This design comes from an exercise in tuning for small area, a short achievable clock period and few clock cycles per item on the open sky130 flow, not from production work. Where RTL was checked, it was by simulation tests only, not by an equivalence proof against the original. Power figures rest on the tool's default switching activity, not on a simulated workload.

== build 51 ==
## risc14Exec
module risc14Exec
(
	input wire logic Clock_not,
	input wire logic rstN,
	input wire logic psel,
	input wire logic penable,
	input wire logic pwrite,
	input wire logic [8-1:0] paddr,
	input wire logic [32-1:0] pwdata,
	output logic [32-1:0] prdata,
	output logic pready,
	output logic pslverr
);
Size in the first run: ~2,100 cells after synthesis, about 79 I/O pins, roughly 17,000 um^2 of cells after synthesis.
clock: 7.5 ns
lec_check: 0
abc_area: 1
cap_margin: 20
core_margin: 2
core_utilization: 50
setup_slack_margin: 5.0
slew_margin: 20
tns_end_percent: 20
standard.sh (not shown) runs the stock make flow with config.mk's settings and CLKGATE_MAP_FILE= SYNTH_SCRIPT=/design/flow/synth_recipe.tcl, a recipe that flattens the netlist after the stock synthesis.
==> flow/flow/run.sh <==
#!/bin/bash
# Standard layout, with the port buffers made from plain buffers instead of
# the cell buffer_ports picks by default (often a delay cell).
set -e
cp standard.sh standard.sh.txt 2>/dev/null || true
export BUFFER_PORTS_ARGS="-buffer_cell sky130_fd_sc_hd__buf_4"
bash standard.sh > standard.log 2>&1
Build 51: PASS, flow complete, no timing, DRC or antenna violations
Testbench counts of build 51, summed over its fixed seeds: cycles 19,530, transfers 9,600.
--- input diff build 51..build 2 ---
# build 51
export LEC_CHECK = 0
export ABC_AREA = 1
export CAP_MARGIN = 20
export CORE_MARGIN = 2
export CORE_UTILIZATION = 50
export SETUP_SLACK_MARGIN = 5.0
export SLEW_MARGIN = 20
export TNS_END_PERCENT = 20
create_clock -name core_clock -period 7.5 [get_ports {Clock_not}]
# build 2
export LEC_CHECK = 0
export ABC_AREA = 1
export CAP_MARGIN = 20
export CORE_MARGIN = 2
export CORE_UTILIZATION = 50
export SETUP_SLACK_MARGIN = 5.0
export SLEW_MARGIN = 20
export TNS_END_PERCENT = 5
create_clock -name core_clock -period 7.5 [get_ports {Clock_not}]
==> flow/flow/run.sh <==
#!/bin/bash
# Standard layout, with the port buffers made from plain buffers instead of
# the cell buffer_ports picks by default (often a delay cell), and power
# recovery (downsizing of gates off the critical paths) after global routing.
set -e
export BUFFER_PORTS_ARGS="-buffer_cell sky130_fd_sc_hd__buf_4"
export RECOVER_POWER=50
bash standard.sh > standard.log 2>&1
==> comparison <==
Comparing clock latency on the worst-skew pair for build 2 and build 51, the bigger number came from build 2. [build 2] flow finished | final checks: failed | reasons: capacitance limit, slew limit. Number of logic stages on the critical path including buffering: build 2 vs build 51 down 15. Relative to build 51, combined buffer and inverter count along the critical path has gone down in build 2.
Input-level comparison between build 80 and build 2:
# build 2
export LEC_CHECK = 0
export ABC_AREA = 1
export CAP_MARGIN = 20
export CORE_MARGIN = 2
export CORE_UTILIZATION = 50
export SETUP_SLACK_MARGIN = 5.0
export SLEW_MARGIN = 20
export TNS_END_PERCENT = 5
create_clock -name core_clock -period 7.5 [get_ports {Clock_not}]
# build 80
export LEC_CHECK = 0
export ABC_AREA = 1
export CAP_MARGIN = 20
export CORE_MARGIN = 2
export CORE_UTILIZATION = 50
export CTS_CLUSTER_DIAMETER = 60
export CTS_CLUSTER_SIZE = 30
export SETUP_SLACK_MARGIN = 5.0
export SLEW_MARGIN = 20
export TNS_END_PERCENT = 5
create_clock -name core_clock -period 7.5 [get_ports {Clock_not}]
==> flow/flow/run.sh <==
#!/bin/bash
# Standard layout, with the port buffers made from plain buffers instead of
# the cell buffer_ports picks by default (often a delay cell).
set -e
cp standard.sh standard.sh.txt 2>/dev/null || true
export BUFFER_PORTS_ARGS="-buffer_cell sky130_fd_sc_hd__buf_4"
bash standard.sh > standard.log 2>&1
Results
Build 80 did not stop at any stage, and its layout met the timing, design-rule and antenna checks. The power in the clock group of build 2 and that of build 80 are within noise of each other. On build 80: non-clock buffering overhead in the final layout is 0.41 points higher than what build 2 gave. Delta (build 80 minus build 2): setup slack went up 1.15 ns, wire length reported by the detailed router held, portion of total power attributed to sequential cells went down 0.5 points, final instance area went up about 1.4%. ~same total internal power in build 80 and build 2. Diff build 2 -> build 80: overall power increased about 0.8%; combinational share of power increased 0.5 points; minimum hold slack essentially unchanged.
[inputs] build 12 vs build 80
# build 80
export LEC_CHECK = 0
export ABC_AREA = 1
export CAP_MARGIN = 20
export CORE_MARGIN = 2
export CORE_UTILIZATION = 50
export CTS_CLUSTER_DIAMETER = 60
export CTS_CLUSTER_SIZE = 30
export SETUP_SLACK_MARGIN = 5.0
export SLEW_MARGIN = 20
export TNS_END_PERCENT = 5
create_clock -name core_clock -period 7.5 [get_ports {Clock_not}]
# build 12
export LEC_CHECK = 0
export ABC_AREA = 1
export CAP_MARGIN = 20
export CORE_MARGIN = 2
export CORE_UTILIZATION = 50
export SETUP_SLACK_MARGIN = 5.0
export SLEW_MARGIN = 20
export TNS_END_PERCENT = 1
create_clock -name core_clock -period 7.5 [get_ports {Clock_not}]
## What came out
- Diff build 80 -> build 12 | combinational power | down by a few percent
- Build 12 vs. build 80: routed via count flat; arrival time of data at the critical path endpoint down 0.02 ns; switching part of the total power down 0.84 points; clock slew at the register clock pins of the worst setup and hold paths flat; summed area of non-filler cells in the final layout down 1.1%.
- Build 12 vs. build 80: worst hold slack saw an increase; wire length on met3 saw a decrease; pin count of the biggest net entering global routing saw little to no change; count of clock tree sinks saw little to no change; number of non-clock inverters in the layout saw a decrease.
The inputs of build 61 differ from those of build 12 as listed below.
# build 12
export LEC_CHECK = 0
export ABC_AREA = 1
export CAP_MARGIN = 20
export CORE_MARGIN = 2
export CORE_UTILIZATION = 50
export SETUP_SLACK_MARGIN = 5.0
export SLEW_MARGIN = 20
export TNS_END_PERCENT = 1
create_clock -name core_clock -period 7.5 [get_ports {Clock_not}]
# build 61
export LEC_CHECK = 0
export ABC_AREA = 1
export CAP_MARGIN = 20
export CORE_MARGIN = 2
export CORE_UTILIZATION = 50
export SETUP_SLACK_MARGIN = 5.0
export SLEW_MARGIN = 20
export TNS_END_PERCENT = 5
create_clock -name core_clock -period 7.5 [get_ports {Clock_not}]
Notes after the runs:
- Diff build 12..build 61 | register-to-register slack | negligible
- Build 61: full flow OK, the timing, design-rule and antenna checks passed
- Re synthesized area: no difference whatsoever between build 61 and build 12.
- Compared with build 12, build 61 ends up with more cell area.
- Compared with build 12, build 61 instantiates a larger number of cells.
- As of build 61, power per standard cell area had risen slightly compared to build 12.
- Build 61: relative contribution of the clock network to total power is 0.5 points higher than what build 12 reported.
- Total power for build 61: 1.1% up relative to build 12
- Share of cells above drive strength 1 is lower on build 12
- As far as count of non-CTS inverters in the layout goes, build 61 and build 12 are indistinguishable; the numbers are identical.
- Wire length of the first global-routing pass, build 61 and build 12, lower one = build 12.
- Diff build 12 -> build 61 | wire length | up slightly

Setup of run 1:
risc14Exec, a different RTL version from the one above (not shown whole).
Size: roughly 2,000 cells after synthesis.
make LEC_CHECK=0 ABC_AREA=1 CAP_MARGIN=20 CORE_MARGIN=2 CORE_UTILIZATION=50 SETUP_SLACK_MARGIN=5.0 SLEW_MARGIN=20 finish   # period 7.5 ns
run.sh (not shown) runs the stock make flow with config.mk's settings and CLKGATE_MAP_FILE= SYNTH_SCRIPT=/design/flow/synth_recipe.tcl, a recipe that flattens the netlist after the stock synthesis.
Stock flow here: none of the scripts above is used.
Run 1: flow completed, timing, DRC and antenna clean
Inputs modified between run 1 and run 2:
Settings: a change of SETUP_SLACK_MARGIN from 5.0 to 4.5.
--- outcome ---
- Run 2 completed; timing, DRC and antenna clean
- Run 2 vs. run 1: number of nets in the layout went down 3.8%; wire length the detailed router placed on met1 saw a decrease; number of cells in the finished layout apart from fillers shrank by 3.3%; layout multi-input combinational cell count was more or less identical.
- Run 2 — sequential share of layout area 3.5 points higher, run 1 as reference
- Run 2 vs. run 1: post-layout worst setup margin shows an increase of 57 ps, routed wire length dropped 9.7%, count of port buffers added during placement stayed essentially flat.
No functional check of the RTL was part of any run of this note.

risc14Exec, a different RTL version from the one above (not shown whole).
Size in the first run: about 280 flip-flops, ~79 I/O pins, ~0.017 sq mm of cells after synthesis.
==> flow/config.mk <==
export PLATFORM = sky130hd
export DESIGN_NAME = risc14Exec
export DESIGN_NICKNAME = risc14Exec
export VERILOG_FILES = /design/flow/design.v
export SDC_FILE = /design/flow/constraint.sdc
export NUM_CORES = 4
export LEC_CHECK = 0
export ABC_AREA = 1
export CAP_MARGIN = 20
export CORE_MARGIN = 2
export CORE_UTILIZATION = 50
export CTS_BUF_LIST = sky130_fd_sc_hd__clkbuf_8
export CTS_CLUSTER_SIZE = 20
export SETUP_SLACK_MARGIN = 4.5
export SLEW_MARGIN = 20
export TNS_END_PERCENT = 5
==> flow/constraint.sdc <==
create_clock -name core_clock -period 7.5 [get_ports {Clock_not}]
set_input_delay 1.5000 -clock core_clock [delete_from_list [all_inputs] [get_ports {Clock_not}]]
set_output_delay 1.5000 -clock core_clock [all_outputs]
set_load 0.01 [all_outputs]
standard.sh (not shown) runs the stock make flow with config.mk's settings and CLKGATE_MAP_FILE= SYNTH_SCRIPT=/design/flow/synth_recipe.tcl, a recipe that flattens the netlist after the stock synthesis.
==> flow/flow/run.sh <==
#!/bin/bash
# Standard layout, with the port buffers made from plain buffers instead of
# the cell buffer_ports picks by default (often a delay cell).
set -e
cp standard.sh standard.sh.txt 2>/dev/null || true
export BUFFER_PORTS_ARGS="-buffer_cell sky130_fd_sc_hd__buf_4"
bash standard.sh > standard.log 2>&1
Testbench counts at the start, summed over its fixed seeds: cycles 19,530, transfers 9,600.
Next try:
--- a/flow/config.mk
+++ b/flow/config.mk
@@ -10,6 +10,4 @@
 export CORE_MARGIN = 2
 export CORE_UTILIZATION = 50
-export CTS_BUF_LIST = sky130_fd_sc_hd__clkbuf_8
-export CTS_CLUSTER_SIZE = 20
 export SETUP_SLACK_MARGIN = 4.5
 export SLEW_MARGIN = 20
After rerunning: Area after synthesis does not change; critical path depth fell by 2; cell count is lower by 1.5%; worst hold slack is about the same; clock-buffer cell count goes down by 18; sequential power stays flat; cell area goes down by 0.68%; first-iteration DRC count goes down by 2.5%; non-clock buffer count falls by 8.
Next try:
--- a/flow/config.mk
+++ b/flow/config.mk
@@ -6,5 +6,5 @@
 export NUM_CORES = 4
 export LEC_CHECK = 0
-export ABC_AREA = 1
+export ABC_AREA = 0
 export CAP_MARGIN = 20
 export CORE_MARGIN = 2
The new run went through all stages and came out clean.
Clock power went down by about 9%.
Routed wire length fell by 1.4%.
Worst setup slack degrades by 0.076 ns.
Next try:
--- a/flow/config.mk
+++ b/flow/config.mk
@@ -6,9 +6,9 @@
 export NUM_CORES = 4
 export LEC_CHECK = 0
-export ABC_AREA = 0
+export ABC_AREA = 1
 export CAP_MARGIN = 20
 export CORE_MARGIN = 2
 export CORE_UTILIZATION = 50
-export SETUP_SLACK_MARGIN = 4.5
+export SETUP_SLACK_MARGIN = 5.0
 export SLEW_MARGIN = 20
 export TNS_END_PERCENT = 5
Effect: Via count rises by 6.2%; design area rises by 0.63%; sequential share of layout area falls by 0.29 points; routed wire length rises by 1.6%.
Next try:
--- a/flow/config.mk
+++ b/flow/config.mk
@@ -10,5 +10,4 @@
 export CORE_MARGIN = 2
 export CORE_UTILIZATION = 50
-export SETUP_SLACK_MARGIN = 5.0
+export SETUP_SLACK_MARGIN = 4.5
 export SLEW_MARGIN = 20
-export TNS_END_PERCENT = 5
Hold slack improves by 0.011 ns. Count of clock-buffer cells in the layout went up by 1. Global-route usage went up by 1.0 points. Power went up by 1.2%. Core utilization went up by 1.6 points. Via count went up by 1.4%.

== v14 ==
risc14Exec, a different RTL version from the one above (not shown whole).
For scale: roughly 2100 cells after synthesis, ~290 flip-flops.
export LEC_CHECK = 0
export ABC_AREA = 1
export CAP_MARGIN = 20
export CORE_MARGIN = 2
export CORE_UTILIZATION = 50
export GPL_ROUTABILITY_DRIVEN = 0
export SETUP_SLACK_MARGIN = 5.0
export SLEW_MARGIN = 20
export TNS_END_PERCENT = 5
create_clock -name core_clock -period 7.5 [get_ports {Clock_not}]
Scripts as last shown in full above: flow/flow/run.sh
v14 ran to completion and came out clean on the timing, design-rule and antenna checks.
## Diff of input files: v54 against v14
Settings: clearing GPL_ROUTABILITY_DRIVEN, which used to be 0; putting PLACE_DENSITY at 0.72 where nothing was set.
Results
Of v54 and v14, the higher maximum fanout along the worst path belongs to v14.
Compared with v14, in v54 number of buffers outside the clock class in the layout rose by 29; average routed wire per standard cell rose by about 1.3%; clock period minus worst slack fell by 0.047 ns.
Between v54 and v14, the total power does not differ in any meaningful way.
In the reports for v54 and v14, the smaller clock buffer count belongs to v14.
On number of standard cells in the layout, taps in and fillers out, the higher figure sits with v54, not v14.
Changes observed in v54 relative to v14: cell count along the critical path shows a reduction of 1; wire length now sits higher; number of failing setup endpoints in the final timing report held steady; summed area of non-filler cells in the final layout went up.
For v48, these inputs were changed with respect to v54:
Settings: SETUP_SLACK_MARGIN now 4.7, was 5.0; PLACE_DENSITY no longer set, was 0.72.
### Flow results
v48 finished every stage and its layout cleared the timing, design-rule and antenna checks.
Compared v48 vs v54, and worst slew margin relative to its limit is down in v48.
Compared with v54, in v48 number of global-route vias before repair now sits lower, wire length now sits higher, ratio of routed vias to standard cells now sits lower.
Changes in v19 relative to v48:
Settings: changing SETUP_SLACK_MARGIN from 4.7 to 5.0.
--- outcome ---
In v19 relative to v48, routed length on met1 had gone down slightly.
Against v48, final area in v19 fell by a few percent.
Total half-perimeter wirelength after legalization and detailed placement in v19 vs v48: up 0.72%
The worst setup path startpoint comes out pwdata[1] in one run and pwrite in the other, namely in v19 and v48 respectively.
When the final numbers for v48 and v19 were put side by side, the layout buffering overhead excluding clock cells turned out to be greater in v48.
The fmax on v48 is in line with that on v19.
Taking v48 as the reference, in v19 area overhead of the layout relative to synthesis decreased 2.8 points, non-clock buffer count went down.
Function was not checked in any run of this note: the RTL went through the layout flow alone.

## before
risc14Exec, a different RTL version from the one above (not shown whole).
Size in the first run: ~2100 cells after synthesis, about 290 flip-flops, ~79 I/O pins, ~17000 sq um of cells after synthesis.
==> flow/config.mk <==
export PLATFORM = sky130hd
export DESIGN_NAME = risc14Exec
export DESIGN_NICKNAME = risc14Exec
export VERILOG_FILES = /design/flow/design.v
export SDC_FILE = /design/flow/constraint.sdc
export NUM_CORES = 4
export LEC_CHECK = 0
export ABC_AREA = 1
export CAP_MARGIN = 20
export CORE_MARGIN = 2
export CORE_UTILIZATION = 50
export SETUP_SLACK_MARGIN = 5.0
export SLEW_MARGIN = 20
export TNS_END_PERCENT = 1
==> flow/constraint.sdc <==
create_clock -name core_clock -period 7.5 [get_ports {Clock_not}]
set_input_delay 1.5000 -clock core_clock [delete_from_list [all_inputs] [get_ports {Clock_not}]]
set_output_delay 1.5000 -clock core_clock [all_outputs]
set_load 0.01 [all_outputs]
Scripts as last shown in full above: flow/flow/run.sh
before reached the final stage; the timing, design-rule and antenna checks on its layout passed.
Edits applied to the flow inputs when going from before to after:
Settings: swapping 1 for 5 in TNS_END_PERCENT.
Results
Compared after vs before, and final worst-path setup slack is down in after.
In the reports for before and after, the larger worst max-slew margin expressed relative to the limit belongs to before.
[compare] base=before new=after: via count -241; share of async-settable or async-resettable flops after synthesis ~0 delta; global-route wire length before repair -1100 um; clock tree buffer count of the final layout -20%; average via count per standard cell -about 1.1%.
Required time at the worst-slack endpoint in after vs before: up 40 ps
Per the comparison of after with before, clock network fraction of design power grew by 0.8 points; net switching component of the power decreased by about 0.9% relative to the old numbers; buffering overhead fell 0.46 points.
No run of this note included a check of the RTL's function; only the layout flow was run.

Another version of the RTL of risc14Exec (not shown whole).
Size in the first run: about 290 flip-flops, roughly 79 I/O pins, about 18000 um^2 of cells after synthesis.
Settings: LEC_CHECK=0, ABC_AREA=1, CAP_MARGIN=20, CORE_MARGIN=2, CORE_UTILIZATION=50, CTS_CLUSTER_DIAMETER=60, CTS_CLUSTER_SIZE=30, SETUP_SLACK_MARGIN=5.0, SLEW_MARGIN=20, TNS_END_PERCENT=5; clock period 7.5 ns.
Scripts as last shown in full above: flow/flow/run.sh
The starting point completed without violations.
Change:
- CTS_CLUSTER_DIAMETER: 60 -> unset
- CTS_CLUSTER_SIZE: 30 -> unset
Outcome: Synthesized cell count is unchanged. Critical path depth came out higher by 2. Clock skew came out lower by 0.0083 ns. Via count came out higher slightly. Final cell count came out higher slightly. Sequential share of layout area came out lower by 0.96 points. Count of clock-buffer cells in the layout came out higher by 9.
No functional check of the RTL was part of any run of this note.

==> re-timing with driven ports <==
The results above use ideal ports. As a check the final layouts listed here were re-extracted and re-timed, cells and wires unchanged. Step 1 assumes that a clkbuf_16 drives the clock port and a buf_2 every other input. Step 2 times the ports against the registers' clock, not the clock port: input delays grow and output delays shrink by t, the midpoint of the rising clock arrivals with the driver on. Slacks: no drivers / after step 1 / after step 2; pairs: no drivers / after step 1.
run	t, ns	slack for setup (ns)	latest minus earliest clock arrival (ns)	slew at the worst register clock pin (ns)
build 51	0.619	4.543 / 4.508 / 4.000	0.018 / 0.018	0.07 / 0.07
build 2	0.636	3.361 / 3.384 / 2.748	0.020 / 0.020	0.07 / 0.07
build 80	0.617	4.511 / 4.511 / 3.927	0.018 / 0.019	0.08 / 0.08
build 12	0.623	4.528 / 4.528 / 3.976	0.020 / 0.020	0.07 / 0.07
build 61	0.637	4.540 / 4.542 / 3.933	0.020 / 0.019	0.07 / 0.07
run 1	0.621	4.323 / 4.279 / 3.659	0.023 / 0.023	0.07 / 0.07
run 2	0.617	4.380 / 4.356 / 3.740	0.022 / 0.023	0.08 / 0.08
the first run of note 3	0.657	4.284 / 4.315 / 3.657	0.045 / 0.045	0.08 / 0.08
the second run of note 3	0.619	4.396 / 4.427 / 3.808	0.035 / 0.034	0.07 / 0.07
the third run of note 3	0.586	4.320 / 4.325 / 3.739	0.016 / 0.016	0.07 / 0.07
the fourth run of note 3	0.621	4.449 / 4.476 / 3.854	0.017 / 0.017	0.07 / 0.07
the fifth run of note 3	0.615	4.449 / 4.480 / 3.866	0.021 / 0.021	0.08 / 0.08
v14	0.612	4.474 / 4.464 / 3.852	0.022 / 0.022	0.08 / 0.08
v54	0.613	4.521 / 4.521 / 3.908	0.023 / 0.022	0.07 / 0.07
v48	0.597	4.538 / 4.547 / 3.949	0.025 / 0.025	0.07 / 0.07
v19	0.627	4.542 / 4.569 / 3.942	0.024 / 0.024	0.08 / 0.08
before	0.632	4.525 / 4.552 / 3.920	0.022 / 0.022	0.08 / 0.08
after	0.616	4.512 / 4.494 / 3.919	0.020 / 0.020	0.07 / 0.07
the first run of note 6	0.599	4.493 / 4.471 / 3.873	0.030 / 0.029	0.08 / 0.08
the second run of note 6	0.621	4.542 / 4.572 / 3.951	0.022 / 0.021	0.08 / 0.08
For run 1, which loses most, drivers alone change the setup slack by -0.044 ns; drivers and shift together by -0.664 ns.
